Context: an optimization exercise on an open-source flow, tuned for a short achievable clock period and few clock cycles. The choices shown serve that exercise and are no tape-out recipe. Only simulation tests tie the RTL to the original design; equivalence was not proved. No activity file was given, so power comes from the tool's default toggle rates.

## maple
==> flow/design.v (excerpt) <==
module cpuCore (
	input wire logic clk,
	input wire logic reset,
	input wire logic icacheReady,
	input wire logic [31:0] icacheInstr,
	output logic [11:0] icacheAddress,
	output logic icacheRequest,
	input wire logic dcacheReady,
	input wire logic [31:0] dcacheReadData,
	output logic [11:0] dcacheAddress,
	output logic dcacheRead,
	output logic dcacheWrite,
	output logic [31:0] dcacheWriteData
);
	localparam int QD = 32;  
	localparam int QW = 5;
	logic rstQ;
	always_ff @(posedge clk)
		rstQ <= reset;
	logic [11:0] pcQ;
	logic fetchEnQ;
	wire [11:0] pc = rstQ ? 12'd0 : pcQ;
	wire fetchEn = rstQ || fetchEnQ;
	assign icacheAddress = pc;
	assign icacheRequest = !reset;
	wire fetchNow = icacheReady && fetchEn;
	always_ff @(posedge clk)
		pcQ <= fetchNow ? pc + 12'd4 : pc;
	logic [QD-1:0][31:0] qMem;
	logic [QW-1:0] qWpQ, qRpQ;
	logic [QW:0] qCntQ;
	wire [QW-1:0] qWp = rstQ ? '0 : qWpQ;
	wire [QW-1:0] qRp = rstQ ? '0 : qRpQ;
	wire [QW:0] qCnt = rstQ ? '0 : qCntQ;
	logic dValidQ;
	wire dValid = dValidQ && !rstQ;
	logic [31:0] dInstr;
	logic dIssue;
	wire qEmpty = qCnt == '0;
	wire dTake = !dValid || dIssue;
  ...
clock: 12.5 ns
lec_check: 0
abc_clock_period_in_ps: 3000
cap_margin: 20
core_margin: 2
core_utilization: 30
place_density: 0.45
setup_slack_margin: 5
slew_margin: 20
synth_memory_max_bits: 65536
tns_end_percent: 100
standard.sh (not shown) runs the stock make flow with config.mk's settings and CLKGATE_MAP_FILE= SYNTH_SCRIPT=/design/flow/synth_recipe.tcl, a recipe that flattens the netlist after the stock synthesis.
==> flow/flow/run.sh <==
#!/bin/bash
# Standard synthesis and layout. Timing repair aims at a 5.2 ns path instead
# of the 12.5 ns clock: the design's floor is the reset to icacheRequest path
# (2.5 ns input delay + 2.5 ns output delay + its buffers).
set -euo pipefail
bash standard.sh synth > synth.log 2>&1
bash standard.sh finish SETUP_SLACK_MARGIN=7.3 > layout.log 2>&1
Testbench counts of maple, summed over its fixed seeds: cycles 8,907.
The inputs of oak differ from those of maple as listed below.
diff --git a/flow/design.v b/flow/design.v
--- a/flow/design.v
+++ b/flow/design.v
@@ -1604,25 +1604,25 @@
 	end
 	logic [31:1][31:0] rf;
 	logic xValidQ;
 	wire xValid = xValidQ && !rstQ;
 	logic [4:0] xRd;
 	logic xAluWr;  
 	logic xIsMul;  
 	logic xIsLd;
 	logic xIsSt;
 	logic xSub, xAdd, xXor, xOr, xAnd, xSll, xSrl, xSra, xSle;
 	logic [31:0] xA, xB, xS;
-	logic xARx, xARm, xALd;
-	logic xBRx, xBRm, xBLd;
-	logic xSRx, xSRm, xSLd;
+	logic xARx, xARm;
+	logic xBRx, xBRm;
+	logic xSRx, xSRm;
 	logic rxValidQ;
 	wire rxValid = rxValidQ && !rstQ;
 	logic [4:0] rxRd;
 	logic [31:0] rxVal;
 	logic s2ValidQ;
 	wire s2Valid = s2ValidQ && !rstQ;
 	logic [4:0] s2Rd;
 	logic [31:0] mulP;
 	logic rmValidQ;
 	wire rmValid = rmValidQ && !rstQ;
 	logic [4:0] rmRd;
@@ -1679,32 +1679,31 @@
 		matchRm = r != 5'd0 && s2Valid && s2Rd == r;
 	endfunction
 	function automatic logic matchLd(input logic [4:0] r);
 		matchLd = r != 5'd0 && ((xValid && xIsLd && xRd == r) ||
 			(ldPend && !dcacheReady && !ldKill && ldRd == r));
 	endfunction
 	function automatic logic matchMulX(input logic [4:0] r);
 		matchMulX = r != 5'd0 && xValid && xIsMul && xRd == r;
 	endfunction
 	wire mulHaz = (dUseA && matchMulX(dRa)) || (dUseB && matchMulX(dRb)) ||
 		(dUseS && matchMulX(dRb)) || (dWr && matchMulX(dRd));
-	wire dStall = xStall || mulHaz;
+	wire ldHaz = (dUseA && matchLd(dRa)) || (dUseB && matchLd(dRb)) ||
+		(dUseS && matchLd(dRb));
+	wire dStall = xStall || mulHaz || ldHaz;
 	assign dIssue = dValid && (dNop || !dStall);
 	wire dToX = dIssue && !dNop;
-	wire [31:0] earlyA = xARx ? rxVal : xARm ? rmVal : xA;
-	wire [31:0] earlyB = xBRx ? rxVal : xBRm ? rmVal : xB;
-	wire [31:0] earlyS = xSRx ? rxVal : xSRm ? rmVal : xS;
-	wire [31:0] opA = xALd ? dcacheReadData : earlyA;
-	wire [31:0] opB = xBLd ? dcacheReadData : earlyB;
-	wire [31:0] opS = xSLd ? dcacheReadData : earlyS;
-	wire xWait = ((xIsLd || xIsSt) && ldPend) || xALd || xBLd || xSLd;
+	wire [31:0] opA = xARx ? rxVal : xARm ? rmVal : xA;
+	wire [31:0] opB = xBRx ? rxVal : xBRm ? rmVal : xB;
+	wire [31:0] opS = xSRx ? rxVal : xSRm ? rmVal : xS;
+	wire xWait = (xIsLd || xIsSt) && ldPend;
 	assign xStall = xValid && xWait && !dcacheReady;
 	assign xDone = xValid && !xStall;
 	wire [31:0] sum = opA + (xSub ? ~opB : opB) + {31'd0, xSub};
 	wire [4:0] shamt = opB[4:0];
 	wire [31:0] aluRes =
 		({32{xAdd | xSub}} & sum) |
 		({32{xXor}} & (opA ^ opB)) |
 		({32{xOr}} & (opA | opB)) |
 		({32{xAnd}} & (opA & opB)) |
 		({32{xSll}} & (opA << shamt)) |
 		({32{xSrl}} & (opA >> shamt)) |
@@ -1722,54 +1721,44 @@
 			xAdd <= dOp == 8'h01 || dIsAddi || dIsLd || dIsSt;
 			xXor <= dOp == 8'h04;
 			xOr <= dOp == 8'h05;
 			xAnd <= dOp == 8'h06;
 			xSll <= dOp == 8'h07 || dIsSlli;
 			xSra <= dOp == 8'h08;
 			xSrl <= dOp == 8'h09;
 			xSle <= dOp == 8'h0A;
 			xA <= dAv;
 			xARx <= matchRx(dRa);
 			xARm <= matchRm(dRa);
-			xALd <= matchLd(dRa);
 			if (dUseB) begin
 				xB <= dBv;
 				xBRx <= matchRx(dRb);
 				xBRm <= matchRm(dRb);
-				xBLd <= matchLd(dRb);
 			end else begin
 				xB <= dIsSlli ? {27'd0, dSh} : dImm;
 				xBRx <= 1'b0;
 				xBRm <= 1'b0;
-				xBLd <= 1'b0;
 			end
 			xS <= dBv;
 			xSRx <= dUseS && matchRx(dRb);
 			xSRm <= dUseS && matchRm(dRb);
-			xSLd <= dUseS && matchLd(dRb);
 		end else if (xStall) begin
-			if (!xALd) begin
-				xA <= opA;
-				xARx <= 1'b0;
-				xARm <= 1'b0;
-			end
-			if (!xBLd) begin
-				xB <= opB;
-				xBRx <= 1'b0;
-				xBRm <= 1'b0;
-			end
-			if (!xSLd) begin
-				xS <= opS;
-				xSRx <= 1'b0;
-				xSRm <= 1'b0;
-			end
+			xA <= opA;
+			xARx <= 1'b0;
+			xARm <= 1'b0;
+			xB <= opB;
+			xBRx <= 1'b0;
+			xBRm <= 1'b0;
+			xS <= opS;
+			xSRx <= 1'b0;
+			xSRm <= 1'b0;
 		end
 	end
 	always_ff @(posedge clk) begin
 		rxValidQ <= xDone && xAluWr;
 		rxRd <= xRd;
 		rxVal <= aluRes;
 	end
 	always_ff @(posedge clk) begin
 		s2ValidQ <= xDone && xIsMul;
 		rmValidQ <= s2Valid;
 		s2Rd <= xRd;
## What came out
- In oak, the mean post-synth cell area came out about 4% below the value in maple.
- Hold slack: maple vs oak — no meaningful difference
- Post-cts sizing count (higher): maple
- On oak: sequential share of layout area is 0.65 points higher than what maple gave.
- | share of the synthesized area in compound gates (AO/OA/AOI/OAI) | higher: oak |
- On oak: fraction of power consumed by the clock network is 1.4 points higher than what maple gave.
- Looking at portion of the clock cycle consumed by the worst path in the final layout, oak sits below maple.
- [oak vs maple] power after layout: lower in oak
- Comparing maple and oak, the lower post-synthesis instance total is on maple.
- Against maple, highest clock rate in oak came out better.
- In oak, the cell area came out 1.8% below the value in maple.
- Net count reported at finish came out higher on oak than on maple.
Testbench counts of oak, summed over its fixed seeds: cycles 9,094.

-- afterwards: timing with drivers on the ports --
In the flow no input, the clock included, has a driving cell. The finished layouts below were timed again as built, in two steps.
Step 1 sets driving cells, clkbuf_16 on the clock port and buf_2 on the other inputs (assumed; they add their load-dependent delay and slew).
Step 2 also shifts input and output timing later by t, the mid clock arrival at the registers, as if the neighbouring blocks saw the same clock.
Slacks: ideal ports / drivers / drivers and shift; pairs: ideal ports / drivers.
| run | t (ns) | setup slack, ns | hold slack, ns | worst setup path after step 2 | worst data-port slew with drivers (ns) |
|---|---|---|---|---|---|
| maple | 1.055 | 7.173 / 7.113 / 6.058 | 0.465 / 0.465 / 0.465 | input to register | 0.32 |
| oak | 1.075 | 7.271 / 7.247 / 6.371 | 0.465 / 0.465 / 0.465 | input to register | 0.29 |
After both steps setup and hold are still met in every run listed. For maple, which loses most, drivers alone change the setup slack by -0.060 ns; drivers and shift together by -1.115 ns.
